Source: an optimization exercise on an open RTL-to-GDS flow (aim: small area, a short achievable clock period and few clock cycles). Production flows keep margins and buffers that such runs may drop. In this exercise RTL edits were held to simulation tests only and were not proved equivalent to the original. No activity file was given, so power comes from the tool's default toggle rates.

## config.mk

```make
export PLATFORM = sky130hd
export DESIGN_NAME = systolic_mac_top
export DESIGN_NICKNAME = systolic_mac_top
export VERILOG_FILES = /design/flow/design.v
export SDC_FILE = /design/flow/constraint.sdc
export NUM_CORES = 4
export LEC_CHECK = 0
export CAP_MARGIN = 20
export CORE_MARGIN = 2
export CORE_UTILIZATION = 40
export SETUP_SLACK_MARGIN = 2.5
export SLEW_MARGIN = 20
export TNS_END_PERCENT = 100
```

## constraint.sdc

```tcl
create_clock -name core_clock -period 5.5 [get_ports {clk}]
set_input_delay 1.1000 -clock core_clock [delete_from_list [all_inputs] [get_ports {clk}]]
set_output_delay 1.1000 -clock core_clock [all_outputs]
set_load 0.01 [all_outputs]
```

## design.v

```verilog
package systolic_pkg;
    localparam int GRID_SIZE = 4;
    localparam int DATA_WIDTH = 8;
    localparam int ACC_WIDTH  = 20;
    localparam int NUM_DIGITS = DATA_WIDTH / 2;
    localparam int DVEC_WIDTH = 3 * NUM_DIGITS;
    localparam int HALF = GRID_SIZE / 2;
endpackage
`timescale 1ns/1ps
import systolic_pkg::*;
module operand_prep (
    input  logic                            clk,
    input  logic                            rst,
    input  logic                            in_req,
    input  logic                            in_first,
    input  logic                            in_last,
    input  logic [GRID_SIZE*DATA_WIDTH-1:0] a_col,
    input  logic [GRID_SIZE*DATA_WIDTH-1:0] b_row,
    output logic                            in_ack,
    output logic                            start,
    output logic                            acc_en,
    output logic                            acc_clear,
    output logic                            acc_clear_d,
    output logic                            acc_fin,
    output logic [HALF*DVEC_WIDTH-1:0]      a_op,
    output logic [GRID_SIZE*DATA_WIDTH-1:0] b_op
);
    function automatic logic [2:0] booth_digit(input logic [2:0] g);
        booth_digit[0] = g[1] ^ g[0];
        booth_digit[1] = (g[2] & ~g[1] & ~g[0]) | (~g[2] & g[1] & g[0]);
        booth_digit[2] = g[2];
    endfunction
    function automatic logic [DVEC_WIDTH-1:0] booth_recode(input logic [DATA_WIDTH-1:0] v);
        logic [DATA_WIDTH:0] ext;
        ext = {v, 1'b0};
        for (int k = 0; k < NUM_DIGITS; k++) begin
            booth_recode[3*k +: 3] = booth_digit(ext[2*k +: 3]);
        end
    endfunction
    logic                       accept;
    logic                       ph_a;
    logic                       ph_b;
    logic                       ph_c;
    logic                       run_first;
    logic                       run_last;
    logic                       last_d;
    logic [HALF*DVEC_WIDTH-1:0] a_hi_dig;
    logic [HALF*DVEC_WIDTH-1:0] a_lo_dig;
    logic [HALF*DVEC_WIDTH-1:0] a_lo_q;
    assign accept = in_req & ~in_ack;
    assign start  = accept & in_first;
    always_ff @(posedge clk or negedge rst) begin
        if (!rst) begin
            in_ack <= 1'b0;
            ph_a   <= 1'b0;
            ph_b   <= 1'b0;
            ph_c   <= 1'b0;
            acc_en <= 1'b0;
        end else begin
            in_ack <= in_req;
            ph_a   <= accept;
            ph_b   <= ph_a;
            ph_c   <= ph_b;
            acc_en <= ph_a | ph_b;
        end
    end
    always_comb begin
        for (int r = 0; r < HALF; r++) begin
            a_hi_dig[r*DVEC_WIDTH +: DVEC_WIDTH] = booth_recode(a_col[(r+HALF)*DATA_WIDTH +: DATA_WIDTH]);
            a_lo_dig[r*DVEC_WIDTH +: DVEC_WIDTH] = booth_recode(a_col[r*DATA_WIDTH +: DATA_WIDTH]);
        end
    end
    always_ff @(posedge clk) begin
        a_lo_q <= a_lo_dig;
        a_op   <= accept ? a_hi_dig : a_lo_q;
    end
    always_ff @(posedge clk) begin
        if (accept) begin
            run_first <= in_first;
            run_last  <= in_last;
            b_op      <= b_row;
        end
        if (ph_a) begin
            last_d  <= run_last;
        end
        acc_clear_d <= run_first;
    end
    assign acc_clear = run_first;
    assign acc_fin   = ph_c & last_d;
endmodule
`timescale 1ns/1ps
import systolic_pkg::*;
module booth_pe (
    input  logic                    clk,
    input  logic                    en,
    input  logic                    clear,
    input  logic                    clear_d,
    input  logic [3*NUM_DIGITS-1:0] d,
    input  logic [DATA_WIDTH-1:0]   b,
    output logic [ACC_WIDTH-1:0]    x,
    output logic [ACC_WIDTH-1:0]    y
);
    logic pp0_0;
    logic pp0_1;
    logic pp0_2;
    logic pp0_3;
    logic pp0_4;
    logic pp0_5;
    logic pp0_6;
    logic pp0_7;
    logic pp0_8;
    logic pp0_8n;
    logic pp1_0;
    logic pp1_1;
    logic pp1_2;
    logic pp1_3;
    logic pp1_4;
    logic pp1_5;
    logic pp1_6;
    logic pp1_7;
    logic pp1_8;
    logic pp1_8n;
    logic pp2_0;
    logic pp2_1;
    logic pp2_2;
    logic pp2_3;
    logic pp2_4;
    logic pp2_5;
    logic pp2_6;
    logic pp2_7;
    logic pp2_8;
    logic pp2_8n;
    logic pp3_0;
    logic pp3_1;
    logic pp3_2;
    logic pp3_3;
    logic pp3_4;
    logic pp3_5;
    logic pp3_6;
    logic pp3_7;
    logic pp3_8;
    logic pp3_8n;
    logic s1_1;
    logic s1_2;
    logic s1_3;
    logic s1_4;
    logic s1_5;
    logic s1_6;
    logic s1_7;
    logic s1_8;
    logic s1_9;
    logic s1_10;
    logic s1_11;
    logic s1_12;
    logic s1_13;
    logic s1_14;
    logic s1_15;
    logic s1_16;
    logic s1_17;
    logic s1_18;
    logic s1_19;
    logic s1_20;
    logic s1_21;
    logic s1_22;
    logic s1_23;
    logic s1_24;
    logic s1_25;
    logic s1_26;
    logic s1_27;
    logic s1_28;
    logic s1_29;
    logic s1_30;
    logic s1_31;
    logic s1_32;
    logic s1_33;
    logic s1_34;
    logic s1_35;
    logic s1_36;
    logic s1_37;
    logic s1_38;
    logic s1_39;
    logic s1_40;
    logic s1_41;
    logic s1_42;
    logic s1_43;
    logic s1_44;
    logic s1_45;
    logic s1_46;
    logic s1_47;
    logic s1_48;
    logic s1_49;
    logic s1_50;
    logic s1_51;
    logic s1_52;
    logic s1_53;
    logic s1_54;
    logic s1_55;
    logic s1_56;
    logic s1_57;
    logic s1_58;
    logic s1_59;
    logic s1_60;
    logic s1_61;
    logic s1_62;
    logic s1_63;
    logic s1_64;
    logic s1_65;
    logic s1_66;
    logic s1_67;
    logic s1_68;
    logic s1_69;
    logic s1_70;
    logic s1_71;
    logic s1_72;
    logic s1_73;
    logic s1_74;
    logic s1_75;
    logic s1_76;
    logic s1_77;
    logic s1_78;
    logic r0_q0;
    logic r0_q1;
    logic r1_q1;
    logic r0_q2;
    logic r1_q2;
    logic r0_q3;
    logic r1_q3;
    logic r0_q4;
    logic r1_q4;
    logic r0_q5;
    logic r1_q5;
    logic r0_q6;
    logic r1_q6;
    logic r0_q7;
    logic r1_q7;
    logic r0_q8;
    logic r1_q8;
    logic r0_q9;
    logic r1_q9;
    logic r0_q10;
    logic r1_q10;
    logic r0_q11;
    logic r1_q11;
    logic r0_q12;
    logic r1_q12;
    logic r0_q13;
    logic r1_q13;
    logic r0_q14;
    logic r1_q14;
    logic c_q;
    logic [ACC_WIDTH-1:0] yb;
    logic [ACC_WIDTH-1:0] y_nxt;
    logic [ACC_WIDTH-1:0] base;
    logic [ACC_WIDTH-1:0] row0;
    logic [ACC_WIDTH-1:0] row1;
    assign y_nxt = en ? x : y;
    assign base  = clear ? '0 : y_nxt;
    assign yb    = clear_d ? '0 : y;
    assign pp0_0 = (d[0] & b[0]) ^ d[2];
    assign pp0_1 = ((d[0] & b[1]) | (d[1] & b[0])) ^ d[2];
    assign pp0_2 = ((d[0] & b[2]) | (d[1] & b[1])) ^ d[2];
    assign pp0_3 = ((d[0] & b[3]) | (d[1] & b[2])) ^ d[2];
    assign pp0_4 = ((d[0] & b[4]) | (d[1] & b[3])) ^ d[2];
    assign pp0_5 = ((d[0] & b[5]) | (d[1] & b[4])) ^ d[2];
    assign pp0_6 = ((d[0] & b[6]) | (d[1] & b[5])) ^ d[2];
    assign pp0_7 = ((d[0] & b[7]) | (d[1] & b[6])) ^ d[2];
    assign pp0_8 = ((d[0] & b[7]) | (d[1] & b[7])) ^ d[2];
    assign pp0_8n = ~pp0_8;
    assign pp1_0 = (d[3] & b[0]) ^ d[5];
    assign pp1_1 = ((d[3] & b[1]) | (d[4] & b[0])) ^ d[5];
    assign pp1_2 = ((d[3] & b[2]) | (d[4] & b[1])) ^ d[5];
    assign pp1_3 = ((d[3] & b[3]) | (d[4] & b[2])) ^ d[5];
    assign pp1_4 = ((d[3] & b[4]) | (d[4] & b[3])) ^ d[5];
    assign pp1_5 = ((d[3] & b[5]) | (d[4] & b[4])) ^ d[5];
    assign pp1_6 = ((d[3] & b[6]) | (d[4] & b[5])) ^ d[5];
    assign pp1_7 = ((d[3] & b[7]) | (d[4] & b[6])) ^ d[5];
    assign pp1_8 = ((d[3] & b[7]) | (d[4] & b[7])) ^ d[5];
    assign pp1_8n = ~pp1_8;
    assign pp2_0 = (d[6] & b[0]) ^ d[8];
    assign pp2_1 = ((d[6] & b[1]) | (d[7] & b[0])) ^ d[8];
    assign pp2_2 = ((d[6] & b[2]) | (d[7] & b[1])) ^ d[8];
    assign pp2_3 = ((d[6] & b[3]) | (d[7] & b[2])) ^ d[8];
    assign pp2_4 = ((d[6] & b[4]) | (d[7] & b[3])) ^ d[8];
    assign pp2_5 = ((d[6] & b[5]) | (d[7] & b[4])) ^ d[8];
    assign pp2_6 = ((d[6] & b[6]) | (d[7] & b[5])) ^ d[8];
    assign pp2_7 = ((d[6] & b[7]) | (d[7] & b[6])) ^ d[8];
    assign pp2_8 = ((d[6] & b[7]) | (d[7] & b[7])) ^ d[8];
    assign pp2_8n = ~pp2_8;
    assign pp3_0 = (d[9] & b[0]) ^ d[11];
    assign pp3_1 = ((d[9] & b[1]) | (d[10] & b[0])) ^ d[11];
    assign pp3_2 = ((d[9] & b[2]) | (d[10] & b[1])) ^ d[11];
    assign pp3_3 = ((d[9] & b[3]) | (d[10] & b[2])) ^ d[11];
    assign pp3_4 = ((d[9] & b[4]) | (d[10] & b[3])) ^ d[11];
    assign pp3_5 = ((d[9] & b[5]) | (d[10] & b[4])) ^ d[11];
    assign pp3_6 = ((d[9] & b[6]) | (d[10] & b[5])) ^ d[11];
    assign pp3_7 = ((d[9] & b[7]) | (d[10] & b[6])) ^ d[11];
    assign pp3_8 = ((d[9] & b[7]) | (d[10] & b[7])) ^ d[11];
    assign pp3_8n = ~pp3_8;
    assign s1_1 = pp0_4 ^ pp1_2;
    assign s1_2 = pp0_4 & pp1_2;
    assign s1_3 = pp0_5 ^ pp1_3;
    assign s1_4 = pp0_5 & pp1_3;
    assign s1_5 = pp0_6 ^ pp1_4 ^ pp2_2;
    assign s1_6 = (pp0_6 & pp1_4) | (pp0_6 & pp2_2) | (pp1_4 & pp2_2);
    assign s1_7 = pp3_0 ^ d[11];
    assign s1_8 = pp3_0 & d[11];
    assign s1_9 = pp0_7 ^ pp1_5 ^ pp2_3;
    assign s1_10 = (pp0_7 & pp1_5) | (pp0_7 & pp2_3) | (pp1_5 & pp2_3);
    assign s1_11 = pp3_1 ^ base[7];
    assign s1_12 = pp3_1 & base[7];
    assign s1_13 = pp0_8n ^ pp1_6 ^ pp2_4;
    assign s1_14 = (pp0_8n & pp1_6) | (pp0_8n & pp2_4) | (pp1_6 & pp2_4);
    assign s1_15 = pp3_2 ^ base[8] ^ 1'b1;
    assign s1_16 = (pp3_2 & base[8]) | (pp3_2 & 1'b1) | (base[8] & 1'b1);
    assign s1_17 = pp1_7 ^ pp2_5 ^ pp3_3;
    assign s1_18 = (pp1_7 & pp2_5) | (pp1_7 & pp3_3) | (pp2_5 & pp3_3);
    assign s1_19 = base[9] ^ 1'b1;
    assign s1_20 = base[9] & 1'b1;
    assign s1_21 = pp1_8n ^ pp2_6 ^ pp3_4;
    assign s1_22 = (pp1_8n & pp2_6) | (pp1_8n & pp3_4) | (pp2_6 & pp3_4);
    assign s1_23 = pp2_7 ^ pp3_5;
    assign s1_24 = pp2_7 & pp3_5;
    assign s1_25 = pp0_2 ^ pp1_0;
    assign s1_26 = pp0_2 & pp1_0;
    assign s1_27 = pp0_3 ^ pp1_1;
    assign s1_28 = pp0_3 & pp1_1;
    assign s1_29 = s1_1 ^ pp2_0 ^ d[8];
    assign s1_30 = (s1_1 & pp2_0) | (s1_1 & d[8]) | (pp2_0 & d[8]);
    assign s1_31 = s1_2 ^ s1_3 ^ pp2_1;
    assign s1_32 = (s1_2 & s1_3) | (s1_2 & pp2_1) | (s1_3 & pp2_1);
    assign s1_33 = s1_4 ^ s1_5 ^ s1_7;
    assign s1_34 = (s1_4 & s1_5) | (s1_4 & s1_7) | (s1_5 & s1_7);
    assign s1_35 = s1_6 ^ s1_8 ^ s1_9;
    assign s1_36 = (s1_6 & s1_8) | (s1_6 & s1_9) | (s1_8 & s1_9);
    assign s1_37 = s1_10 ^ s1_12 ^ s1_13;
    assign s1_38 = (s1_10 & s1_12) | (s1_10 & s1_13) | (s1_12 & s1_13);
    assign s1_39 = s1_14 ^ s1_16 ^ s1_17;
    assign s1_40 = (s1_14 & s1_16) | (s1_14 & s1_17) | (s1_16 & s1_17);
    assign s1_41 = s1_18 ^ s1_20 ^ s1_21;
    assign s1_42 = (s1_18 & s1_20) | (s1_18 & s1_21) | (s1_20 & s1_21);
    assign s1_43 = s1_22 ^ s1_23 ^ base[11];
    assign s1_44 = (s1_22 & s1_23) | (s1_22 & base[11]) | (s1_23 & base[11]);
    assign s1_45 = s1_24 ^ pp2_8n ^ pp3_6;
    assign s1_46 = (s1_24 & pp2_8n) | (s1_24 & pp3_6) | (pp2_8n & pp3_6);
    assign s1_47 = pp3_7 ^ base[13];
    assign s1_48 = pp3_7 & base[13];
    assign s1_49 = pp0_0 ^ d[2];
    assign s1_50 = pp0_0 & d[2];
    assign s1_51 = pp0_1 ^ base[1];
    assign s1_52 = pp0_1 & base[1];
    assign s1_53 = s1_25 ^ d[5] ^ base[2];
    assign s1_54 = (s1_25 & d[5]) | (s1_25 & base[2]) | (d[5] & base[2]);
    assign s1_55 = s1_26 ^ s1_27 ^ base[3];
    assign s1_56 = (s1_26 & s1_27) | (s1_26 & base[3]) | (s1_27 & base[3]);
    assign s1_57 = s1_28 ^ s1_29 ^ base[4];
    assign s1_58 = (s1_28 & s1_29) | (s1_28 & base[4]) | (s1_29 & base[4]);
    assign s1_59 = s1_30 ^ s1_31 ^ base[5];
    assign s1_60 = (s1_30 & s1_31) | (s1_30 & base[5]) | (s1_31 & base[5]);
    assign s1_61 = s1_32 ^ s1_33 ^ base[6];
    assign s1_62 = (s1_32 & s1_33) | (s1_32 & base[6]) | (s1_33 & base[6]);
    assign s1_63 = s1_34 ^ s1_35 ^ s1_11;
    assign s1_64 = (s1_34 & s1_35) | (s1_34 & s1_11) | (s1_35 & s1_11);
    assign s1_65 = s1_36 ^ s1_37 ^ s1_15;
    assign s1_66 = (s1_36 & s1_37) | (s1_36 & s1_15) | (s1_37 & s1_15);
    assign s1_67 = s1_38 ^ s1_39 ^ s1_19;
    assign s1_68 = (s1_38 & s1_39) | (s1_38 & s1_19) | (s1_39 & s1_19);
    assign s1_69 = s1_40 ^ s1_41 ^ base[10];
    assign s1_70 = (s1_40 & s1_41) | (s1_40 & base[10]) | (s1_41 & base[10]);
    assign s1_71 = s1_42 ^ s1_43 ^ 1'b1;
    assign s1_72 = (s1_42 & s1_43) | (s1_42 & 1'b1) | (s1_43 & 1'b1);
    assign s1_73 = s1_44 ^ s1_45 ^ base[12];
    assign s1_74 = (s1_44 & s1_45) | (s1_44 & base[12]) | (s1_45 & base[12]);
    assign s1_75 = s1_46 ^ s1_47 ^ 1'b1;
    assign s1_76 = (s1_46 & s1_47) | (s1_46 & 1'b1) | (s1_47 & 1'b1);
    assign s1_77 = s1_48 ^ pp3_8n ^ base[14];
    assign s1_78 = (s1_48 & pp3_8n) | (s1_48 & base[14]) | (pp3_8n & base[14]);
    always_ff @(posedge clk) begin
        r0_q0 <= s1_49;
        r0_q1 <= s1_50;
        r1_q1 <= s1_51;
        r0_q2 <= s1_52;
        r1_q2 <= s1_53;
        r0_q3 <= s1_54;
        r1_q3 <= s1_55;
        r0_q4 <= s1_56;
        r1_q4 <= s1_57;
        r0_q5 <= s1_58;
        r1_q5 <= s1_59;
        r0_q6 <= s1_60;
        r1_q6 <= s1_61;
        r0_q7 <= s1_62;
        r1_q7 <= s1_63;
        r0_q8 <= s1_64;
        r1_q8 <= s1_65;
        r0_q9 <= s1_66;
        r1_q9 <= s1_67;
        r0_q10 <= s1_68;
        r1_q10 <= s1_69;
        r0_q11 <= s1_70;
        r1_q11 <= s1_71;
        r0_q12 <= s1_72;
        r1_q12 <= s1_73;
        r0_q13 <= s1_74;
        r1_q13 <= s1_75;
        r0_q14 <= s1_76;
        r1_q14 <= s1_77;
        c_q <= s1_78;
    end
    assign row0[0] = r0_q0;
    assign row0[1] = r0_q1;
    assign row0[2] = r0_q2;
    assign row0[3] = r0_q3;
    assign row0[4] = r0_q4;
    assign row0[5] = r0_q5;
    assign row0[6] = r0_q6;
    assign row0[7] = r0_q7;
    assign row0[8] = r0_q8;
    assign row0[9] = r0_q9;
    assign row0[10] = r0_q10;
    assign row0[11] = r0_q11;
    assign row0[12] = r0_q12;
    assign row0[13] = r0_q13;
    assign row0[14] = r0_q14;
    assign row0[15] = yb[15];
    assign row0[16] = yb[16];
    assign row0[17] = yb[17];
    assign row0[18] = yb[18];
    assign row0[19] = yb[19];
    assign row1[0] = yb[0];
    assign row1[1] = r1_q1;
    assign row1[2] = r1_q2;
    assign row1[3] = r1_q3;
    assign row1[4] = r1_q4;
    assign row1[5] = r1_q5;
    assign row1[6] = r1_q6;
    assign row1[7] = r1_q7;
    assign row1[8] = r1_q8;
    assign row1[9] = r1_q9;
    assign row1[10] = r1_q10;
    assign row1[11] = r1_q11;
    assign row1[12] = r1_q12;
    assign row1[13] = r1_q13;
    assign row1[14] = r1_q14;
    assign row1[15] = ~c_q;
    assign row1[16] = ~c_q;
    assign row1[17] = ~c_q;
    assign row1[18] = ~c_q;
    assign row1[19] = ~c_q;
    always_ff @(posedge clk) begin
        if (en) begin
            x <= row0 + row1;
        end
    end
    always_ff @(posedge clk) begin
        y <= y_nxt;
    end
endmodule
`timescale 1ns/1ps
import systolic_pkg::*;
module pe_grid (
    input  logic                                     clk,
    input  logic                                     en,
    input  logic                                     clear,
    input  logic                                     clear_d,
    input  logic [HALF*DVEC_WIDTH-1:0]               a_op,
    input  logic [GRID_SIZE*DATA_WIDTH-1:0]          b_op,
    output logic [GRID_SIZE*GRID_SIZE*ACC_WIDTH-1:0] acc
);
    for (genvar r = 0; r < HALF; r++) begin : g_row
        for (genvar j = 0; j < GRID_SIZE; j++) begin : g_col
            booth_pe i_pe (
                .clk   (clk),
                .en    (en),
                .clear   (clear),
                .clear_d (clear_d),
                .d     (a_op[r*DVEC_WIDTH +: DVEC_WIDTH]),
                .b     (b_op[j*DATA_WIDTH +: DATA_WIDTH]),
                .x     (acc[(r*GRID_SIZE+j)*ACC_WIDTH +: ACC_WIDTH]),
                .y     (acc[((r+HALF)*GRID_SIZE+j)*ACC_WIDTH +: ACC_WIDTH])
            );
        end
    end
endmodule
`timescale 1ns/1ps
import systolic_pkg::*;
module result_collector (
    input  logic clk,
    input  logic rst,
    input  logic start,
    input  logic fin,
    output logic done
);
    always_ff @(posedge clk or negedge rst) begin
        if (!rst) begin
            done <= 1'b0;
        end else if (start) begin
            done <= 1'b0;
        end else if (fin) begin
            done <= 1'b1;
        end
    end
endmodule
`timescale 1ns/1ps
import systolic_pkg::*;
module systolic_mac_top (
    input  logic                                     clk,
    input  logic                                     rst,
    input  logic                                     in_req,
    input  logic                                     in_first,
    input  logic                                     in_last,
    input  logic [GRID_SIZE*DATA_WIDTH-1:0]          a_col,
    input  logic [GRID_SIZE*DATA_WIDTH-1:0]          b_row,
    output logic                                     in_ack,
    output logic [GRID_SIZE*GRID_SIZE*ACC_WIDTH-1:0] c_mat,
    output logic                                     done
);
    logic                            start;
    logic                            acc_en;
    logic                            acc_clear;
    logic                            acc_clear_d;
    logic                            acc_fin;
    logic [HALF*DVEC_WIDTH-1:0]      a_op;
    logic [GRID_SIZE*DATA_WIDTH-1:0] b_op;
    operand_prep i_operand_prep (
        .clk       (clk),
        .rst       (rst),
        .in_req    (in_req),
        .in_first  (in_first),
        .in_last   (in_last),
        .a_col     (a_col),
        .b_row     (b_row),
        .in_ack    (in_ack),
        .start     (start),
        .acc_en    (acc_en),
        .acc_clear   (acc_clear),
        .acc_clear_d (acc_clear_d),
        .acc_fin   (acc_fin),
        .a_op      (a_op),
        .b_op      (b_op)
    );
    pe_grid i_pe_grid (
        .clk   (clk),
        .en    (acc_en),
        .clear   (acc_clear),
        .clear_d (acc_clear_d),
        .a_op  (a_op),
        .b_op  (b_op),
        .acc   (c_mat)
    );
    result_collector i_result_collector (
        .clk      (clk),
        .rst      (rst),
        .start    (start),
        .fin      (acc_fin),
        .done     (done)
    );
endmodule
```

## flow/run.sh

```bash
#!/bin/bash
# The standard layout (the standard.sh, standard synthesis included), with one change:
# the buffers that placement puts on every input and output port are sky130_fd_sc_hd__buf_2
# instead of the delay cell ORFS picks by default (clkdlybuf4s50_1, twice the area of buf_2).
set -euo pipefail
bash standard.sh 'BUFFER_PORTS_ARGS=-buffer_cell sky130_fd_sc_hd__buf_2' finish > standard_flow.log 2>&1
```

## standard.sh

```bash
#!/bin/bash
# synth_recipe.tcl (not shown) runs the flow's synth.tcl, then flattens the netlist and writes it again
# the make line also repeats each setting of config.mk as NAME=value (left out here)
make -C /OpenROAD-flow-scripts/flow DESIGN_CONFIG=/design/flow/config.mk WORK_HOME=/design/flow/orfs CLKGATE_MAP_FILE= SYNTH_SCRIPT=/design/flow/synth_recipe.tcl "${@:-finish}"
```

==> metrics.md, run 1 <==
| Metric | Value |
|---|---|
| Vias in the first global route | 25300 |
| Iteration-0 DRC Markers | 1464 |
| Clock latency (worst-skew pair) | 630 ps |
| Grt total ovfl | 0 |
| CP Class | reg2reg |
| Area share of the largest cell type after synthesis | 0.221 |
| Async set-reset flop share out of synthesis | 0.00923 |
| Final min period | 2910 ps |
| Commonest non-fill, non-tap cell in the layout | buf_2 |
| # IOs | 391 |
| Total Power | 0.0265 W |
| CTS H-tree lvls | 3 |
| Fin. Hold Viols | 0 |
| Post-synth EDFFs | 243 |
| CP required | 6000 ps |
| Worst ir drop on vdd | 0.299 mV |
| # setup viols final | 0 |
| Max-cap violations | 0 |
| Clk root buf | clkbuf_16 |
| Fin nets | 4140 |
| Pre-antenna DRT Iters | 5 |
| Max Freq | 0.344 GHz |
| Routability cong. | 0.844 |
| Gr usage total | 0.204 |
| Synth area leader | dfxtp_1 |
| Starting density of the core | 0.404 |
| Syn_area_per_cell | 11.3 sq um |
| Max-slew violations | 0 |
| Hold Buf Count CTS | 0 |
| Chip height | 305 microns |
| Vias per inst | 5.16 |
| Pwr Density | 611 mW/mm^2 |
| Outcome | no timing/DRC/antenna violations |
| RSZ-0062 raised after global routing | true |
| Leak | 18.0 nW |
| Wire per inst | 19.8 microns |
| Post-Syn Area | 0.0363 sq mm |
| Die width | 305 microns |
| Warnings, synthesis | 3 |
| Worst hold-check path type | in2async |
| I/O Buffers | 390 |
| Max-Slew Margin vs Limit | 0.412 |
| Arrival time worst endpoint | 3400 ps |
| Crit. End Element | flip-flop |
| Netlist cell types | 63 |
| Share of layout cells above drive strength 1 | 0.232 |
| Total number of vias | 25100 |
| Initial antenna violation count | 22 |
| Clk buf depth | 3 |
| Main synth FF type | dfxtp_1 |
| Post-synthesis cell count | 3210 |
| Area Overhead vs Synth | 19.4% |
| Critical-path maximum fanout | 4 |
| ANT nets after route | 0 |
| Worst-margin pin slew | 882 ps |
| Post-Syn Nets | 3725 |
| TNS Setup | 0 ps |
| Number of CTS-inserted buffers | 73 |
| Fin crit share | 0.529 |
| Layout Skew | 32.6 ps |
| Seq/Total Area, Yosys | 0.426 |
| Clk pin slew, worst setup/hold paths | 60 ps |
| CTS tree | yes |
| Drt total wl | 96600 microns |
| Post-synthesis register bit count | 650 |
| Post-route DRC | 0 |
| Global-route wire length before repair | 147000 microns |
| Placed wire-length estimate | 69300 microns |
| Rows | 110 |
| Largest net degree at the start of global routing | 114 |
| Area contributors post-synth | dfxtp_1, edfxtp_1, fa_1 |
| CORE AREA | 0.0900 sq mm |
| CP Launch Type | flip-flop |
| TritonCTS Sinks | 650 |
| Die area | 0.0933 sq mm |
| Commonest cells after routing, fill and taps aside | buf_2, dfxtp_1, xnor2_1, edfxtp_1, ha_1 |
flip-flops by register name, summed over array words and instances (netlist names), 24 cells and up, named ones only:
register	count
i_operand_prep.a_op	24
i_operand_prep.b_op	32
i_pe_grid.g_row.g_col.i_pe.y	152
i_operand_prep.a_lo_q	24
i_pe_grid.g_row.g_col.i_pe.x	160
kinds of logic (layout without fill, tap and decap cells):
family | count (synthesis) | count (layout) | share of synthesized area
buffers and inverters | 360 | 835 | 0.0372
AO/OA/AOI/OAI | 670 | 670 | 0.123
flip-flops | 650 | 650 | 0.426
AND/OR/NAND/NOR | 532 | 532 | 0.0781
XOR/XNOR | 426 | 426 | 0.103
multiplexers | 126 | 126 | 0.0389
adder cells (fa/ha/maj) | 446 | 446 | 0.195
other | 0 | 8 | 0
layout make-up:
cell class	count	area, sq um
sequential	650	15500
clock inverter	33	293
inverter	178	668
tap	1176	1470
clock buffer	102	2110
antenna	8	20.0
fill	8325	46600
timing repair buffer	522	3420
multi-input combinational	2200	19900
layer usage:
layer | GRT usage | share of wire | up-vias
met2 | 0.347 | 0.49 | 671
met3 | 0.0422 | 0.060 | 141
met4 | 0.0615 | 0.022 | 22
met1 | 0.260 | 0.42 | 12200
met5 | 0 | 0.0015 | -
li1 | - | - | 12100
critical path, cell delays in order, from the launching register on:
cell and delay [ps]:
edfxtp_1 410, nor2b_1 160, ha_1 240, fa_2 420
a21oi_2 190, o22ai_2 130, a211o_1 320, a221o_1 370
or4b_1 480, nand3_1 80
power by group:
group / internal [W] / leakage (nW) / switching [W]
Sequential: 0.00769 / 5.79 / 0.00105
Combinational: 0.00579 / 11.1 / 0.00711
Clock: 0.00288 / 1.17 / 0.00200
Total: 0.0164 / 18.0 / 0.0102
final timing paths:
| kind | from | slack (ps) | to | cells past startpoint |
|---|---|---|---|---|
| min in group core_clock | i_operand_prep.ph_b | 380 | i_operand_prep.ph_c | 0 |
| max in group asynchronous | rst | 5050 | i_operand_prep.acc_en | 1 |
| min | rst | 280 | i_result_collector.done | 1 |
| max reg2reg | flip-flop | 2590 | i_pe_grid.g_row[1].g_col[3].i_pe.x[18] | 9 |
| min reg2reg | i_operand_prep.ph_b | 380 | i_operand_prep.ph_c | 0 |
| max | flip-flop | 2590 | i_pe_grid.g_row[1].g_col[3].i_pe.x[18] | 9 |
timing repair:
action                                  CTS  global route
pin swaps                                 0            10
endpoints found under the setup margin  132            56
gates resized for setup                  17            30
setup buffers                            52            38
stage by stage:
| stage | std cells | cell area [sq um] | util | setup WS (ps) | hold WS [ps] |
|---|---|---|---|---|---|
| CTS | 4823 | 42800 | 0.476 | 2460 | 239 |
| global route | 4864 | 43400 | 0.482 | 2410 | 274 |
| global placement | 4635 | 39700 | 0.442 | 2090 | 350 |
| floorplan | 3210 | 36700 | - | 1430 | 347 |
| finish | 4869 | 43400 | 0.482 | 2590 | 285 |
| detailed placement | 4636 | 39800 | 0.442 | 2070 | 365 |
cell usage after synthesis (all sizes together), types with 44 or more instances:
cell / number
nand2: 132
a21oi: 121
xnor2: 301
edfxtp: 243
nor2b: 167
ha: 246
clkbuf: 163
inv: 178
dfxtp: 401
nor2: 70
mux2: 121
a22oi: 225
fa: 200
xor2: 125
nand2b: 44
o21ai: 129
Testbench counts, summed over its fixed seeds: cycles 3,614.
==> run 2: changes to the inputs <==
--- a/design.v
+++ b/design.v
@@ -48,3 +48,3 @@
     logic [HALF*DVEC_WIDTH-1:0] a_lo_dig;
-    logic [HALF*DVEC_WIDTH-1:0] a_lo_q;
+    logic [HALF*DATA_WIDTH-1:0] a_lo_q;
     assign accept = in_req & ~in_ack;
@@ -69,3 +69,3 @@
             a_hi_dig[r*DVEC_WIDTH +: DVEC_WIDTH] = booth_recode(a_col[(r+HALF)*DATA_WIDTH +: DATA_WIDTH]);
-            a_lo_dig[r*DVEC_WIDTH +: DVEC_WIDTH] = booth_recode(a_col[r*DATA_WIDTH +: DATA_WIDTH]);
+            a_lo_dig[r*DVEC_WIDTH +: DVEC_WIDTH] = booth_recode(a_lo_q[r*DATA_WIDTH +: DATA_WIDTH]);
         end
@@ -73,4 +73,4 @@
     always_ff @(posedge clk) begin
-        a_lo_q <= a_lo_dig;
-        a_op   <= accept ? a_hi_dig : a_lo_q;
+        a_lo_q <= a_col[0 +: HALF*DATA_WIDTH];
+        a_op   <= accept ? a_hi_dig : a_lo_dig;
     end
==> metrics.md, run 2 <==
| Metric | Value |
|---|---|
| Total number of vias | 24500 (was 25100) |
| Commonest cells after routing, fill and taps aside | buf_2, dfxtp_1, xnor2_1, edfxtp_1, ha_1 (unchanged) |
| Fin crit share | 0.525 (was 0.529) |
| Finished Cell Area | 0.0430 sq mm (was 0.0434 sq mm) |
| Largest registers | i_pe_grid.g_row.g_col.i_pe.x x160, i_pe_grid.g_row.g_col.i_pe.y x152, i_operand_prep.b_op x32 (unchanged) |
| Gr usage total | 0.191 (was 0.204) |
| CP required | 6070 ps (was 6000 ps) |
| Die width | 304 microns (was 305 microns) |
| TNS Setup | 0 ps (unchanged) |
| CTS H-tree lvls | 3 (unchanged) |
| ANT nets after route | 0 (unchanged) |
| Worst hold-check path type | in2async (unchanged) |
| Comb pwr share | 0.484 (was 0.486) |
| Critical-path maximum fanout | 36 (was 4) |
| Top sig layer | met5 (unchanged) |
| Post-route DRC | 0 (unchanged) |
| Largest register FFs | 160 (unchanged) |
| Chip height | 304 microns (was 305 microns) |
| Layout Skew | 18.5 ps (was 32.6 ps) |
| Sw power | 0.0100 W (was 0.0102 W) |
| Hold Buf Count CTS | 0 (unchanged) |
| TritonCTS Sinks | 642 (was 650) |
| I/O Buffers | 390 (unchanged) |
| Vias per inst | 5.10 (was 5.16) |
| Initial antenna violation count | 13 (was 22) |
| Placed wire-length estimate | 64800 microns (was 69300 microns) |
| Switching Fraction | 0.377 (was 0.383) |
| Share of layout cells above drive strength 1 | 0.240 (was 0.232) |
| Fin. Hold Viols | 0 (unchanged) |
| Max-Slew Margin vs Limit | 0.508 (was 0.412) |
| Worst ir drop on vdd | 0.361 mV (was 0.299 mV) |
| Clock Power Share | 0.191 (was 0.184) |
| Post-Syn Nets | 3678 (was 3725) |
| Area Overhead vs Synth | 19.2% (was 19.4%) |
| Synth top cells by count | dfxtp_1, xnor2_1, ha_1 (unchanged) |
| Starting density of the core | 0.402 (was 0.404) |
| Critical-path top delay cell | fa_1 (was or4b_1) |
| Drt total wl | 89000 microns (was 96600 microns) |
| Arrival time worst endpoint | 3460 ps (was 3400 ps) |
| Syn_area_per_cell | 11.4 sq um (was 11.3 sq um) |
| Biggest register | i_pe_grid.g_row.g_col.i_pe.x (unchanged) |
| Worst-margin pin slew | 738 ps (was 882 ps) |
| Power Internal | 0.0166 W (was 0.0164 W) |
| Crit. End Element | flip-flop (unchanged) |
| Pwr Density | 618 mW/mm^2 (was 611 mW/mm^2) |
| Leak | 18.0 nW (about the same) |
| Die area | 0.0927 sq mm (was 0.0933 sq mm) |
| Grt total ovfl | 0 (unchanged) |
| CTS tree | yes (unchanged) |
| Post-Syn Area | 0.0361 sq mm (was 0.0363 sq mm) |
| Largest net degree at the start of global routing | 60 (was 114) |
| Max-slew violations | 0 (unchanged) |
| WL met3 | 4270 microns (was 5810 microns) |
| DP Area | 0.0395 sq mm (was 0.0398 sq mm) |
| Clk buf depth | 3 (unchanged) |
| RSZ-0062 raised after global routing | false (was true) |
| Iteration-0 DRC Markers | 1404 (was 1464) |
| CP Launch Type | flip-flop (unchanged) |
| Worst path cell trace | buf_4 -> o21ai_0 -> xor2_1 -> fa_1 -> inv_1 -> fa_1 -> inv_1 -> fa_2 (was nor2b_1 -> ha_1 -> fa_2 -> a21oi_2 -> o22ai_2 -> a211o_1 -> a221o_1 -> or4b_1 -> nand3_1) |
| Seq pwr share | 0.326 (was 0.330) |
| Max Freq | 0.346 GHz (was 0.344 GHz) |
| Clock latency (worst-skew pair) | 640 ps (was 630 ps) |
| Area share of the largest cell type after synthesis | 0.218 (was 0.221) |
| Area contributors post-synth | dfxtp_1, edfxtp_1, fa_1 (unchanged) |
| Rows | 110 (unchanged) |
| Vias in the first global route | 24900 (was 25300) |
| Synth area leader | dfxtp_1 (unchanged) |
| Seq/Total Area, Yosys | 0.424 (was 0.426) |
| Post-synth EDFFs | 243 (unchanged) |
| Post-synthesis register bit count | 642 (was 650) |
| Pre-antenna DRT Iters | 5 (unchanged) |
| Routability cong. | 0.846 (was 0.844) |
| # IOs | 391 (unchanged) |
| Fin nets | 4079 (was 4140) |
| Warnings, synthesis | 3 (unchanged) |
| Max-cap violations | 0 (unchanged) |
| Met2 WL | 43300 microns (was 47500 microns) |
| Post-synthesis cell count | 3163 (was 3210) |
| CORE AREA | 0.0897 sq mm (was 0.0900 sq mm) |
| Async set-reset flop share out of synthesis | 0.00935 (was 0.00923) |
| CP Class | reg2reg (unchanged) |
| Clk pin slew, worst setup/hold paths | 60 ps (about the same) |
| Main synth FF type | dfxtp_1 (unchanged) |
| # setup viols final | 0 (unchanged) |
| Wire per inst | 18.5 microns (was 19.8 microns) |
| Final min period | 2890 ps (was 2910 ps) |
| Commonest non-fill, non-tap cell in the layout | buf_2 (unchanged) |
| Outcome | no timing/DRC/antenna violations (unchanged) |
| Number of CTS-inserted buffers | 74 (was 73) |
| Clk root buf | clkbuf_16 (unchanged) |
| Slowest Stage Delay on Critical Path | 560 ps (was 480 ps) |
| Top-count cell post-synth | dfxtp_1 (unchanged) |
| Hold slack | 281 ps (was 285 ps) |
| Wl on met1 | 39400 microns (was 41100 microns) |
| Core Util, Final | 0.480 (was 0.482) |
| Global-route wire length before repair | 141000 microns (was 147000 microns) |
| Netlist cell types | 74 (was 63) |
-- run 2: cell count changes after synthesis, sizes merged, moves of 9 or more --
cell	delta
a211oi	-10
nor2b	-18
mux2	+9
nor2	+15
a21oi	+15
o21a	+14
and3	-14
nand3	+10
o21ai	-29
a21o	+22
nand2	-31
a31oi	-13
inv	+12
-- run 2: repair_timing --
action | in CTS | in global routing
resized for setup | 19 | 18
pin swaps | 1 | 7
setup buffers | 17 | 60
setup endpoints to repair | 90 | 58
-- run 2: cell families after synthesis --
logic type                 after synthesis  synth area share
AOI/OAI and AO/OA                      665             0.127
and+or+nand+nor                        474            0.0690
xor gates and xnor gates               426             0.103
DFF                                    642             0.424
buffers and inverters                  377            0.0393
adders and majority gates              446             0.196
muxes                                  133            0.0414
-- run 2: routing by layer --
layer  vias to the layer above  GRT usage
li1                      11900          -
met1                     11900      0.251
met2                       585      0.321
met3                       118     0.0363
met4                        18     0.0528
met5                         -          0
-- run 2: path summary, 6_finish.rpt --
kind,slack [ps],startpoint,end,cells past startpoint
max,2610,i_operand_prep.a_op[3],i_pe_grid.g_row[0].g_col[3].i_pe.r1_q10,8
min,280,rst,i_result_collector.done,1
max reg2reg,2610,i_operand_prep.a_op[3],i_pe_grid.g_row[0].g_col[3].i_pe.r1_q10,8
min reg2reg,370,i_operand_prep.ph_b,i_operand_prep.ph_c,0
max in group asynchronous,5050,rst,i_operand_prep.acc_en,1
min in group core_clock,370,i_operand_prep.ph_b,i_operand_prep.ph_c,0
-- run 2: area by class of cell --
type / count / area (sq um)
Fill cell: 8209 / 46700
Multi-Input combinational cell: 2144 / 19800
Sequential cell: 642 / 15400
Timing Repair Buffer: 512 / 3140
Clock buffer: 112 / 2270
Tap cell: 1176 / 1470
Inverter: 190 / 713
Clock inverter: 26 / 293
Antenna cell: 5 / 12.5
-- run 2: power by group through the flow --
| stage | Sequential [W] | Combinational, W | Clock, W |
|---|---|---|---|
| CTS | 0.00873 | 0.0129 | 0.00522 |
| finish | 0.00866 | 0.0129 | 0.00507 |
| floorplan | 0.00897 | 0.00881 | 0 |
| detailed placement | 0.00882 | 0.0127 | 0 |
| global placement | 0.00882 | 0.0126 | 0 |
| global route | 0.00890 | 0.0145 | 0.00540 |
-- run 2: per-stage QoR --
stage	std cells	worst slack, ps	power (W)
after floorplan	3163	1430	0.0178
final	4807	2610	0.0266
after global placement	4586	2190	0.0214
after CTS	4741	2500	0.0269
after global routing	4803	2510	0.0288
after detailed placement	4586	2140	0.0215
-- run 2: worst max-delay path: cells and delay by family, from the launching register on --
kind	cells	cell delay, ps
xor gates and xnor gates	1	190
AOI/OAI and AO/OA	1	200
adders and majority gates	3	1570
buffers and inverters	3	500
DFF	1	300
Testbench counts of run 2, summed over its fixed seeds: cycles 3,614.
==> run 3: changes to the inputs <==
--- a/config.mk
+++ b/config.mk
@@ -10,3 +10,5 @@
 export CORE_UTILIZATION = 40
-export SETUP_SLACK_MARGIN = 2.5
+export CTS_CLUSTER_DIAMETER = 100
+export CTS_CLUSTER_SIZE = 20
+export SETUP_SLACK_MARGIN = 2.7
 export SLEW_MARGIN = 20
==> metrics.md, run 3 <==
| Metric | Value |
|---|---|
| Layout Skew | 24.4 ps (was 18.5 ps) |
| CP Launch Type | flip-flop (unchanged) |
| Biggest register | i_pe_grid.g_row.g_col.i_pe.x (unchanged) |
| Area Overhead vs Synth | 17.3% (was 19.2%) |
| Total number of vias | 24800 (was 24500) |
| CP required | 5820 ps (was 6070 ps) |
| Netlist cell types | 74 (unchanged) |
| Crit-path leading delay family | compound AO/OA/AOI/OAI gates (was adder cells) |
| Synth area leader | dfxtp_1 (unchanged) |
| Largest register FFs | 160 (unchanged) |
| Pwr Density | 587 mW/mm^2 (was 618 mW/mm^2) |
| Core Util, Final | 0.472 (was 0.480) |
| Syn_area_per_cell | 11.4 sq um (unchanged) |
| Post-Syn Nets | 3678 (unchanged) |
| Critical-path maximum fanout | 4 (was 36) |
| Vias per inst | 5.18 (was 5.10) |
| Vias in the first global route | 24900 (about the same) |
| Post-synth EDFFs | 243 (unchanged) |
| Warnings, synthesis | 3 (unchanged) |
| Number of CTS-inserted buffers | 40 (was 74) |
| Post-synthesis cell count | 3163 (unchanged) |
| Crit. End Element | flip-flop (unchanged) |
| Post-synthesis register bit count | 642 (unchanged) |
| FILL cells | 8292 (was 8209) |
| Top-count cell post-synth | dfxtp_1 (unchanged) |
| Max-cap violations | 0 (unchanged) |
| Largest registers | i_pe_grid.g_row.g_col.i_pe.x x160, i_pe_grid.g_row.g_col.i_pe.y x152, i_operand_prep.b_op x32 (unchanged) |
| Worst-margin pin slew | 823 ps (was 738 ps) |
| Drt total wl | 92400 microns (was 89000 microns) |
| WP buf/inv | 2 (was 3) |
| Main synth FF type | dfxtp_1 (unchanged) |
| Largest net degree at the start of global routing | 68 (was 60) |
| Post-route DRC | 0 (unchanged) |
| Total Power | 0.0249 W (was 0.0266 W) |
| Die area | 0.0927 sq mm (unchanged) |
| Slowest Stage Delay on Critical Path | 480 ps (was 560 ps) |
| Layout Cells excl Fill | 4791 (was 4807) |
| Initial antenna violation count | 13 (unchanged) |
| ANT nets after route | 0 (unchanged) |
| Share of layout cells above drive strength 1 | 0.245 (was 0.240) |
| Fin. Hold Viols | 0 (unchanged) |
| # IOs | 391 (unchanged) |
| Iteration-0 DRC Markers | 1482 (was 1404) |
| Clk root buf | clkbuf_16 (unchanged) |
| RSZ-0062 raised after global routing | true (was false) |
| Routability cong. | 0.840 (was 0.846) |
| Global-route wire length before repair | 142000 microns (was 141000 microns) |
| Outcome | no timing/DRC/antenna violations (unchanged) |
| Gr usage total | 0.193 (was 0.191) |
| Hold Buf Count CTS | 0 (unchanged) |
| Post-Syn Area | 0.0361 sq mm (unchanged) |
| Area contributors post-synth | dfxtp_1, edfxtp_1, fa_1 (unchanged) |
| Area of the multi-input gates | 0.0199 sq mm (was 0.0198 sq mm) |
| Pre-antenna DRT Iters | 5 (unchanged) |
| Worst ir drop on vdd | 0.290 mV (was 0.361 mV) |
| Clock latency (worst-skew pair) | 590 ps (was 640 ps) |
| Critical-path top delay cell | fa_1 (unchanged) |
| Rows | 110 (unchanged) |
| Launch point of the worst reg-to-reg path | i_operand_prep.acc_clear_d (was i_operand_prep.a_op[3]) |
| CTS tree | yes (unchanged) |
| Dpl cells | 4586 (unchanged) |
| Clk pin slew, worst setup/hold paths | 90 ps (was 60 ps) |
| Commonest non-fill, non-tap cell in the layout | buf_2 (unchanged) |
| CORE AREA | 0.0897 sq mm (unchanged) |
| Worst hold-check path type | in2async (unchanged) |
| Max Freq | 0.353 GHz (was 0.346 GHz) |
| Worst path cell trace | buf_12 -> buf_4 -> nor2b_1 -> ha_1 -> fa_1 -> a21o_1 -> a21oi_4 -> o21ai_1 -> nand2_1 -> o21a_1 -> o21bai_1 -> xor2_1 (was buf_4 -> o21ai_0 -> xor2_1 -> fa_1 -> inv_1 -> fa_1 -> inv_1 -> fa_2) |
| TritonCTS Sinks | 642 (unchanged) |
| I/O Buffers | 390 (unchanged) |
| CP Class | reg2reg (unchanged) |
| Starting density of the core | 0.402 (unchanged) |
| Wire per inst | 19.3 microns (was 18.5 microns) |
| Register Area | 0.0154 sq mm (about the same) |
| Max-slew violations | 0 (unchanged) |
| Seq/Total Area, Yosys | 0.424 (unchanged) |
| Die width | 304 microns (unchanged) |
| Area share of the largest cell type after synthesis | 0.218 (unchanged) |
| Chip height | 304 microns (unchanged) |
| Async set-reset flop share out of synthesis | 0.00935 (unchanged) |
| Clk buf depth | 3 (unchanged) |
| Fin nets | 4096 (was 4079) |
| Synth top cells by count | dfxtp_1, xnor2_1, ha_1 (unchanged) |
| CTS H-tree lvls | 2 (was 3) |
| Grt total ovfl | 0 (unchanged) |
| # setup viols final | 0 (unchanged) |
| Worst Setup SP | i_operand_prep.acc_clear_d (was i_operand_prep.a_op[3]) |
| Arrival time worst endpoint | 3150 ps (was 3460 ps) |
| Placed wire-length estimate | 64800 microns (about the same) |
| TNS Setup | 0 ps (unchanged) |
| Final min period | 2830 ps (was 2890 ps) |
| Max-Slew Margin vs Limit | 0.450 (was 0.508) |
| Leak | 17.7 nW (was 18.0 nW) |
| Fin crit share | 0.515 (was 0.525) |
| Commonest cells after routing, fill and taps aside | buf_2, dfxtp_1, xnor2_1, edfxtp_1, ha_1 (unchanged) |
[run 3: cell count changes in the layout (fill, tap and decap cells not counted), sizes merged]
cell      change
buf          +49
clkinvlp      -1
bufinv        -4
clkbuf       -43
clkinv       -15
diode         -1
inv           -1
[run 3: kinds of logic after synthesis]
family	synth area share
compound gates	0.127
mux	0.0414
xor+xnor	0.103
fa+ha+maj	0.196
buf+inv	0.0393
flops	0.424
simple gates	0.0690
[run 3: stage by stage]
step	hold WS (ps)	worst slack (ps)	instance area [sq um]
2_1_floorplan	347	1430	36500
3_3_place_gp	352	2140	39500
3_5_place_dp	362	2100	39500
4_1_cts	280	2570	41900
5_1_grt	298	2560	42300
6_report	324	2670	42400
[run 3: layer usage]
layer | track usage | part of all wire
met5 | 0 | 0.0011
met4 | 0.0452 | 0.020
met3 | 0.0286 | 0.050
met2 | 0.325 | 0.48
met1 | 0.260 | 0.45
[run 3: power by group]
group	total [W]	switching [W]	internal, W
logic	0.0131	0.00712	0.00598
clock network	0.00313	0.00167	0.00147
registers	0.00862	0.00101	0.00761
total	0.0249	0.00980	0.0151
[run 3: worst paths after layout]
path	to	slack (ps)	depth (start not counted)
max in group asynchronous	i_operand_prep.acc_en	5020	1
hold / removal	i_operand_prep.in_ack	320	1
setup / recovery	i_pe_grid.g_row[0].g_col[1].i_pe.x[12]	2670	12
setup reg to reg	i_pe_grid.g_row[0].g_col[1].i_pe.x[12]	2670	12
min in group core_clock	i_operand_prep.ph_c	380	0
hold reg to reg	i_operand_prep.ph_c	380	0
[run 3: timing repair]
action | in CTS | in global routing
buffers inserted | 110 | 18
gates resized for setup | 43 | 56
setup endpoints to repair | 201 | 66
pin swaps | 7 | 33
cloned | 0 | 1
[run 3: area by class of cell]
class	instances	area share
multi-input combinational	2144	0.470
sequential	642	0.363
timing repair buffer	563	0.0860
tap	1176	0.0347
clock buffer	67	0.0273
inverter	190	0.0168
clock inverter	5	0.00145
antenna	4	0.000236
==> run 4: changes to the inputs <==
==> flow/run.sh (replaced) <==
#!/bin/bash
# The standard layout (the standard.sh, standard synthesis included), with one change:
# the buffers that placement puts on every input and output port are sky130_fd_sc_hd__buf_1
# instead of the delay cell ORFS picks by default (clkdlybuf4s50_1, twice the area of buf_2).
set -euo pipefail
bash standard.sh 'BUFFER_PORTS_ARGS=-buffer_cell sky130_fd_sc_hd__buf_1' finish > standard_flow.log 2>&1
--- a/config.mk
+++ b/config.mk
@@ -12,3 +12,3 @@
 export CTS_CLUSTER_SIZE = 20
-export SETUP_SLACK_MARGIN = 2.7
+export SETUP_SLACK_MARGIN = 2.5
 export SLEW_MARGIN = 20
==> metrics.md, run 4 <==
| Metric | Value |
|---|---|
| Sw power | 0.00971 W (was 0.00980 W) |
| DP Area | 0.0390 sq mm (was 0.0395 sq mm) |
| Worst path cell trace | buf_4 -> a22oi_1 -> xnor2_1 -> fa_1 -> inv_1 -> fa_1 -> inv_1 -> fa_2 (was buf_12 -> buf_4 -> nor2b_1 -> ha_1 -> fa_1 -> a21o_1 -> a21oi_4 -> o21ai_1 -> nand2_1 -> o21a_1 -> o21bai_1 -> xor2_1) |
| Placed wire-length estimate | 64500 microns (was 64800 microns) |
| Worst hold-check path type | reg2reg (was in2async) |
| Clk root buf | clkbuf_16 (unchanged) |
| Commonest cells after routing, fill and taps aside | buf_1, dfxtp_1, xnor2_1, edfxtp_1, ha_1 (was buf_2, dfxtp_1, xnor2_1, edfxtp_1, ha_1) |
| Post-synth EDFFs | 243 (unchanged) |
| CTS H-tree lvls | 2 (unchanged) |
| Biggest register | i_pe_grid.g_row.g_col.i_pe.x (unchanged) |
| Chip height | 304 microns (unchanged) |
| CP Launch Type | flip-flop (unchanged) |
| Max-slew violations | 0 (unchanged) |
| Top-count cell post-synth | dfxtp_1 (unchanged) |
| Fin crit share | 0.530 (was 0.515) |
| Setup slack, reg-to-reg | 2580 ps (was 2670 ps) |
| FILL cells | 8438 (was 8292) |
| Power Internal | 0.0147 W (was 0.0151 W) |
| Drt total wl | 88800 microns (was 92400 microns) |
| Syn_area_per_cell | 11.4 sq um (unchanged) |
| Clk buf depth | 3 (unchanged) |
| Layout Cells excl Fill | 4743 (was 4791) |
| # IOs | 391 (unchanged) |
| Launch point of the worst reg-to-reg path | i_operand_prep.a_op[10] (was i_operand_prep.acc_clear_d) |
| Total number of vias | 24300 (was 24800) |
| Hold depth | 0 |
| Async set-reset flop share out of synthesis | 0.00935 (unchanged) |
| Starting density of the core | 0.402 (unchanged) |
| Commonest non-fill, non-tap cell in the layout | buf_1 (was buf_2) |
| Hold Buf Count CTS | 0 (unchanged) |
| Largest registers | i_pe_grid.g_row.g_col.i_pe.x x160, i_pe_grid.g_row.g_col.i_pe.y x152, i_operand_prep.b_op x32 (unchanged) |
| Vias per inst | 5.13 (was 5.18) |
| Global Route met1 Usage | 0.250 (was 0.260) |
| Netlist cell types | 74 (unchanged) |
| GR Util met2 | 0.313 (was 0.325) |
| Critical-path top delay cell | dfxtp_2 (was fa_1) |
| Worst-margin pin slew | 951 ps (was 823 ps) |
| Switching Fraction | 0.398 (was 0.394) |
| Largest register FFs | 160 (unchanged) |
| Main synth FF type | dfxtp_1 (unchanged) |
| Outcome | no timing/DRC/antenna violations (unchanged) |
| Synth top cells by count | dfxtp_1, xnor2_1, ha_1 (unchanged) |
| Dpl cells | 4587 (was 4586) |
| Clock Power Share | 0.128 (was 0.126) |
| Post-Syn Nets | 3678 (unchanged) |
| Grt total ovfl | 0 (unchanged) |
| Fin nets | 4050 (was 4096) |
| Max-Slew Margin vs Limit | 0.365 (was 0.450) |
| Die width | 304 microns (unchanged) |
| Final min period | 2920 ps (was 2830 ps) |
| Clock latency (worst-skew pair) | 590 ps (about the same) |
| TNS Setup | 0 ps (unchanged) |
| Min-delay src | i_operand_prep.ph_b |
| Rows | 110 (unchanged) |
| Pre-antenna DRT Iters | 6 (was 5) |
| Post-route DRC | 0 (unchanged) |
| Die area | 0.0927 sq mm (unchanged) |
| Post-Syn Area | 0.0361 sq mm (unchanged) |
| Layout Skew | 21.5 ps (was 24.4 ps) |
| Comb pwr share | 0.517 (was 0.527) |
| Core Util, Final | 0.459 (was 0.472) |
| Gr usage total | 0.188 (was 0.193) |
| TritonCTS Sinks | 642 (unchanged) |
| Reg2Reg Depth | 8 (was 12) |
| Slowest Stage Delay on Critical Path | 620 ps (was 480 ps) |
| Area contributors post-synth | dfxtp_1, edfxtp_1, fa_1 (unchanged) |
| Arrival time worst endpoint | 3440 ps (was 3150 ps) |
| Worst Hold End | i_operand_prep.ph_c |
| RSZ-0062 raised after global routing | true (unchanged) |
| CTS tree | yes (unchanged) |
| Routability cong. | 0.851 (was 0.840) |
| Reg2reg end | i_pe_grid.g_row[0].g_col[3].i_pe.r1_q10 (was i_pe_grid.g_row[0].g_col[1].i_pe.x[12]) |
| Global-route wire length before repair | 139000 microns (was 142000 microns) |
| Max-cap violations | 0 (unchanged) |
| Initial antenna violation count | 8 (was 13) |
| Crit. End Element | flip-flop (unchanged) |
| Worst ir drop on vdd | 0.324 mV (was 0.290 mV) |
| I/O Buffers | 390 (unchanged) |
| Finished Cell Area | 0.0412 sq mm (was 0.0424 sq mm) |
| Vias in the first global route | 24700 (was 24900) |
| Wire per inst | 18.7 microns (was 19.3 microns) |
| Seq pwr share | 0.355 (was 0.347) |
| CORE AREA | 0.0897 sq mm (unchanged) |
| Post-synthesis cell count | 3163 (unchanged) |
| Critical-path maximum fanout | 22 (was 4) |
| Leak | 16.3 nW (was 17.7 nW) |
| Pwr Density | 593 mW/mm^2 (was 587 mW/mm^2) |
| Iteration-0 DRC Markers | 1567 (was 1482) |
| Area Overhead vs Synth | 14.0% (was 17.3%) |
| Clk pin slew, worst setup/hold paths | 80 ps (was 90 ps) |
| Warnings, synthesis | 3 (unchanged) |
| Area share of the largest cell type after synthesis | 0.218 (unchanged) |
| CP Class | reg2reg (unchanged) |
| ANT nets after route | 0 (unchanged) |
| Share of layout cells above drive strength 1 | 0.115 (was 0.245) |
| Post-synthesis register bit count | 642 (unchanged) |
| Fin. Hold Viols | 0 (unchanged) |
| GRT Max-Usage Layer | met2 (unchanged) |
| Largest net degree at the start of global routing | 47 (was 68) |
| Number of CTS-inserted buffers | 40 (unchanged) |
| CP required | 6030 ps (was 5820 ps) |
| Met3 Use GR | 0.0346 (was 0.0286) |
| # setup viols final | 0 (unchanged) |
| Max Freq | 0.343 GHz (was 0.353 GHz) |
| Seq/Total Area, Yosys | 0.424 (unchanged) |
| Synth area leader | dfxtp_1 (unchanged) |
[run 4: worst max path at each step]
stage                                          start                                       to  slack, ps  cells after the start
after global routing         i_operand_prep.a_op[10]  i_pe_grid.g_row[0].g_col[3].i_pe.r1_q10       2470                      8
after global placement    i_operand_prep.acc_clear_d   i_pe_grid.g_row[1].g_col[1].i_pe.x[16]       2160                     10
after detailed placement  i_operand_prep.acc_clear_d   i_pe_grid.g_row[1].g_col[1].i_pe.x[16]       2110                     10
after CTS                     i_operand_prep.a_op[4]  i_pe_grid.g_row[0].g_col[3].i_pe.r1_q10       2470                      8
final                        i_operand_prep.a_op[10]  i_pe_grid.g_row[0].g_col[3].i_pe.r1_q10       2580                      8
after floorplan                i_operand_prep.acc_en   i_pe_grid.g_row[0].g_col[0].i_pe.r1_q8       1430                      7
[run 4: per-stage QoR]
stage	hold slack, ps	total power [W]	setup WS (ps)
4_1_cts	348	0.0246	2470
3_5_place_dp	357	0.0213	2110
6_report	372	0.0244	2580
2_1_floorplan	347	0.0178	1430
5_1_grt	378	0.0266	2470
3_3_place_gp	351	0.0211	2160
[run 4: area by class of cell]
| cell class | count | area, sq um | share of cell area |
|---|---|---|---|
| multi-input combinational | 2144 | 19700 | 0.479 |
| sequential | 642 | 15400 | 0.373 |
| timing repair buffer | 517 | 2660 | 0.0645 |
| tap | 1176 | 1470 | 0.0358 |
| clock buffer | 66 | 1120 | 0.0272 |
| inverter | 190 | 713 | 0.0173 |
| clock inverter | 6 | 95.1 | 0.00231 |
| antenna | 2 | 5.00 | 0.000122 |
[run 4: logic make-up after synthesis]
logic type | share of synthesized area
compound gates | 0.127
flops | 0.424
simple gates | 0.0690
fa+ha+maj | 0.196
xor+xnor | 0.103
buf+inv | 0.0393
mux | 0.0414
[run 4: metal layers]
metal | share of wire | routed length, microns
met1 | 0.44 | 39500
met2 | 0.48 | 42300
met3 | 0.054 | 4780
met4 | 0.024 | 2170
met5 | 0.0011 | 101
[run 4: power by group through the flow]
stage	clock network (W)	registers [W]	logic (W)
2_1_floorplan	0	0.00897	0.00881
3_3_place_gp	0	0.00882	0.0123
3_5_place_dp	0	0.00882	0.0125
4_1_cts	0.00325	0.00872	0.0126
5_1_grt	0.00343	0.00888	0.0143
6_report	0.00313	0.00865	0.0126
[run 4: what timing repair did]
item / CTS / global route
endpoints found under the setup margin: 125 / 50
buffers inserted: 32 / 50
resized for setup: 14 / 18
hold endpoints to repair: 0 / 0
pin swaps: 0 / 4
[run 4: worst max-delay path: cells and delay by family (launching register included)]
family | cells | cell delay, ps
adder cells (fa/ha/maj) | 3 | 1520
flip-flops | 1 | 620
buffers and inverters | 3 | 400
XOR/XNOR | 1 | 190
AO/OA/AOI/OAI | 1 | 110
==> run 5: changes to the inputs <==
--- a/config.mk
+++ b/config.mk
@@ -12,3 +12,3 @@
 export CTS_CLUSTER_SIZE = 20
-export SETUP_SLACK_MARGIN = 2.5
+export SETUP_SLACK_MARGIN = 2.7
 export SLEW_MARGIN = 20
==> metrics.md, run 5 <==
| Metric | Value |
|---|---|
| Outcome | no timing/DRC/antenna violations (unchanged) |
| Wl on met1 | 40900 microns (was 39500 microns) |
| Clk buf depth | 3 (unchanged) |
| Top sig layer | met5 (unchanged) |
| Rows | 110 (unchanged) |
| Final min period | 2740 ps (was 2920 ps) |
| Total Power | 0.0247 W (was 0.0244 W) |
| Share of layout cells above drive strength 1 | 0.134 (was 0.115) |
| Layout Cells excl Fill | 4784 (was 4743) |
| Hold Buf Count CTS | 0 (unchanged) |
| Netlist cell types | 74 (unchanged) |
| WL met3 | 4920 microns (was 4780 microns) |
| Worst-margin pin slew | 903 ps (was 951 ps) |
| Area contributors post-synth | dfxtp_1, edfxtp_1, fa_1 (unchanged) |
| Seq/Total Area, Yosys | 0.424 (unchanged) |
| Routability cong. | 0.837 (was 0.851) |
| Starting density of the core | 0.402 (unchanged) |
| # setup viols final | 0 (unchanged) |
| TNS Setup | 0 ps (unchanged) |
| Max-slew violations | 0 (unchanged) |
| Commonest non-fill, non-tap cell in the layout | buf_1 (unchanged) |
| Worst hold-check path type | in2async (was reg2reg) |
| Clock latency (worst-skew pair) | 600 ps (was 590 ps) |
| Reg2Reg Depth | 11 (was 8) |
| Area of the multi-input gates | 0.0199 sq mm (was 0.0197 sq mm) |
| Area Overhead vs Synth | 16.1% (was 14.0%) |
| Synth top cells by count | dfxtp_1, xnor2_1, ha_1 (unchanged) |
| Syn_area_per_cell | 11.4 sq um (unchanged) |
| ANT nets after route | 0 (unchanged) |
| Pre-antenna DRT Iters | 5 (was 6) |
| Launch point of the worst reg-to-reg path | i_operand_prep.acc_clear_d (was i_operand_prep.a_op[10]) |
| Area share of the largest cell type after synthesis | 0.218 (unchanged) |
| RSZ-0062 raised after global routing | true (unchanged) |
| Core Util, Final | 0.467 (was 0.459) |
| Max-Slew Margin vs Limit | 0.396 (was 0.365) |
| Die width | 304 microns (unchanged) |
| Vias in the first global route | 24800 (was 24700) |
| Fin crit share | 0.497 (was 0.530) |
| Initial antenna violation count | 11 (was 8) |
| TritonCTS Sinks | 642 (unchanged) |
| Async set-reset flop share out of synthesis | 0.00935 (unchanged) |
| Wire per inst | 19.1 microns (was 18.7 microns) |
| Chip height | 304 microns (unchanged) |
| Worst Setup SP | i_operand_prep.acc_clear_d (was i_operand_prep.a_op[10]) |
| Post-synthesis cell count | 3163 (unchanged) |
| Layout Skew | 29.8 ps (was 21.5 ps) |
| Largest register FFs | 160 (unchanged) |
| DP Area | 0.0390 sq mm (about the same) |
| Global-route wire length before repair | 141000 microns (was 139000 microns) |
| # IOs | 391 (unchanged) |
| Largest registers | i_pe_grid.g_row.g_col.i_pe.x x160, i_pe_grid.g_row.g_col.i_pe.y x152, i_operand_prep.b_op x32 (unchanged) |
| Antenna cells | 0 (was 2) |
| CP required | 5840 ps (was 6030 ps) |
| Vias per inst | 5.17 (was 5.13) |
| Main synth FF type | dfxtp_1 (unchanged) |
| Fin. Hold Viols | 0 (unchanged) |
| Commonest cells after routing, fill and taps aside | buf_1, dfxtp_1, xnor2_1, edfxtp_1, ha_1 (unchanged) |
| Max Freq | 0.366 GHz (was 0.343 GHz) |
| Leak | 16.6 nW (was 16.3 nW) |
| Top-count cell post-synth | dfxtp_1 (unchanged) |
| Clk root buf | clkbuf_16 (unchanged) |
| Register Area | 0.0154 sq mm (about the same) |
| Number of CTS-inserted buffers | 41 (was 40) |
| Die area | 0.0927 sq mm (unchanged) |
| Synth area leader | dfxtp_1 (unchanged) |
| Met2 WL | 43300 microns (was 42300 microns) |
| Clk pin slew, worst setup/hold paths | 90 ps (was 80 ps) |
| Max-cap violations | 0 (unchanged) |
| Warnings, synthesis | 3 (unchanged) |
| Largest net degree at the start of global routing | 67 (was 47) |
| CTS tree | yes (unchanged) |
| Gr usage total | 0.192 (was 0.188) |
| Post-synthesis register bit count | 642 (unchanged) |
| Arrival time worst endpoint | 3080 ps (was 3440 ps) |
| Post-Syn Area | 0.0361 sq mm (unchanged) |
| Finished Cell Area | 0.0419 sq mm (was 0.0412 sq mm) |
| Pwr Density | 589 mW/mm^2 (was 593 mW/mm^2) |
| Critical-path maximum fanout | 7 (was 22) |
| Biggest register | i_pe_grid.g_row.g_col.i_pe.x (unchanged) |
| Post-route DRC | 0 (unchanged) |
| Post-Syn Nets | 3678 (unchanged) |
| Post-synth EDFFs | 243 (unchanged) |
| Total number of vias | 24700 (was 24300) |
| Setup slack, reg-to-reg | 2760 ps (was 2580 ps) |
| CORE AREA | 0.0897 sq mm (unchanged) |
| CP Class | reg2reg (unchanged) |
| Placed wire-length estimate | 64900 microns (was 64500 microns) |
| Worst ir drop on vdd | 0.278 mV (was 0.324 mV) |
| Crit path capture | i_pe_grid.g_row[1].g_col[3].i_pe.x[14] (was i_pe_grid.g_row[0].g_col[3].i_pe.r1_q10) |
| Iteration-0 DRC Markers | 1569 (was 1567) |
| Crit. End Element | flip-flop (unchanged) |
| Dpl cells | 4585 (was 4587) |
| Drt total wl | 91600 microns (was 88800 microns) |
| CP Launch Type | flip-flop (unchanged) |
| CTS H-tree lvls | 2 (unchanged) |
| Fin nets | 4091 (was 4050) |
| I/O Buffers | 390 (unchanged) |
| FILL cells | 8353 (was 8438) |
| Grt total ovfl | 0 (unchanged) |
| Reg2reg end | i_pe_grid.g_row[1].g_col[3].i_pe.x[14] (was i_pe_grid.g_row[0].g_col[3].i_pe.r1_q10) |
==> run 5: cell count changes in the layout (fill, tap and decap cells not counted), sizes merged <==
cell    delta
buf       +40
inv        +5
clkinv     -3
bufinv     -1
diode      -2
clkbuf     +2
==> run 5: kinds of logic (layout without fill, tap and decap cells) <==
logic type | Yosys count | in the layout | share of synthesized area
simple gates | 474 | 474 | 0.0690
compound gates | 665 | 665 | 0.127
xor+xnor | 426 | 426 | 0.103
fa+ha+maj | 446 | 446 | 0.196
flops | 642 | 642 | 0.424
mux | 133 | 133 | 0.0414
buf+inv | 377 | 822 | 0.0393
==> run 5: repair_timing <==
action / in CTS / in global routing
resized for setup: 45 / 50
pin swaps: 9 / 27
gates cloned: 0 / 0
endpoints found under the setup margin: 169 / 56
hold endpoints to repair: 0 / 0
buffers inserted: 111 / 13
==> run 5: final cells by class <==
| class | count | area share |
|---|---|---|
| sequential | 642 | 0.367 |
| tap | 1176 | 0.0351 |
| multi-input combinational | 2144 | 0.474 |
| inverter | 190 | 0.0170 |
| timing repair buffer | 557 | 0.0759 |
| clock buffer | 68 | 0.0287 |
| clock inverter | 7 | 0.00206 |
==> run 5: per-layer routing <==
| metal | up-vias | GRT usage |
|---|---|---|
| li1 | 11800 | - |
| met1 | 12100 | 0.258 |
| met2 | 669 | 0.318 |
| met3 | 136 | 0.0326 |
| met4 | 22 | 0.0523 |
| met5 | - | 0 |
==> run 5: critical path, stage by stage, from the launching register on <==
cell	delay (ps)
dfxtp_4	380
buf_12	150
nor2b_4	60
ha_4	160
fa_2	370
a211o_1	330
a21oi_2	170
o211ai_1	170
a21oi_1	160
nor2_1	80
o41ai_2	300
xnor2_1	110
==> run 5: power breakdown <==
part | total [W] | internal (W) | leakage, nW | switching, W
Sequential | 0.00865 | 0.00762 | 5.73 | 0.00104
Clock | 0.00325 | 0.00154 | 0.620 | 0.00171
Combinational | 0.0128 | 0.00568 | 10.3 | 0.00712
Total | 0.0247 | 0.0148 | 16.6 | 0.00987
==> run 5: worst min path at each step <==
stage / startpoint / end / slack, ps / depth (start not counted)
after CTS: rst / i_result_collector.done / 320 / 1
after global placement: i_operand_prep.ph_b / i_operand_prep.ph_c / 360 / 0
after detailed placement: i_operand_prep.ph_b / i_operand_prep.ph_c / 360 / 0
final: rst / i_operand_prep.ph_a / 380 / 1
after global routing: rst / i_operand_prep.ph_a / 380 / 1
after floorplan: i_operand_prep.ph_b / i_operand_prep.ph_c / 350 / 0
==> run 5: through the flow <==
stage | worst slack (ps) | hold slack [ps]
6_report | 2760 | 375
5_1_grt | 2590 | 382
4_1_cts | 2710 | 321
3_5_place_dp | 2230 | 364
3_3_place_gp | 2260 | 355
2_1_floorplan | 1430 | 347

## separate check: timing with driven ports
How much do the figures lean on ideal ports? The routed layouts below were timed once more, with nothing changed but the port constraints.
Step 1, drivers: a clkbuf_16 drives clk and a buf_2 each remaining input, both assumed.
Step 2, shift: input delay + t, output delay - t, t = (earliest + latest rising clock arrival at the registers) / 2. This alone moves slack from input paths to output paths.
a / b / c = ideal ports / drivers / drivers and shift; a / b = the first two.
run | t, ns | setup WS [ns] | worst setup path at the end
run 1 | 0.677 | 2.593 / 2.593 / 2.593 | register to register
run 2 | 0.694 | 2.611 / 2.611 / 2.611 | register to register
run 3 | 0.645 | 2.670 / 2.670 / 2.507 | input to register
run 4 | 0.641 | 2.584 / 2.584 / 2.561 | input to register
run 5 | 0.647 | 2.765 / 2.765 / 2.447 | input to register
After both steps every run listed still meets setup and hold. The setup slack of run 5, which loses most, moves by 0.000 ns with the drivers and by -0.318 ns with both steps.
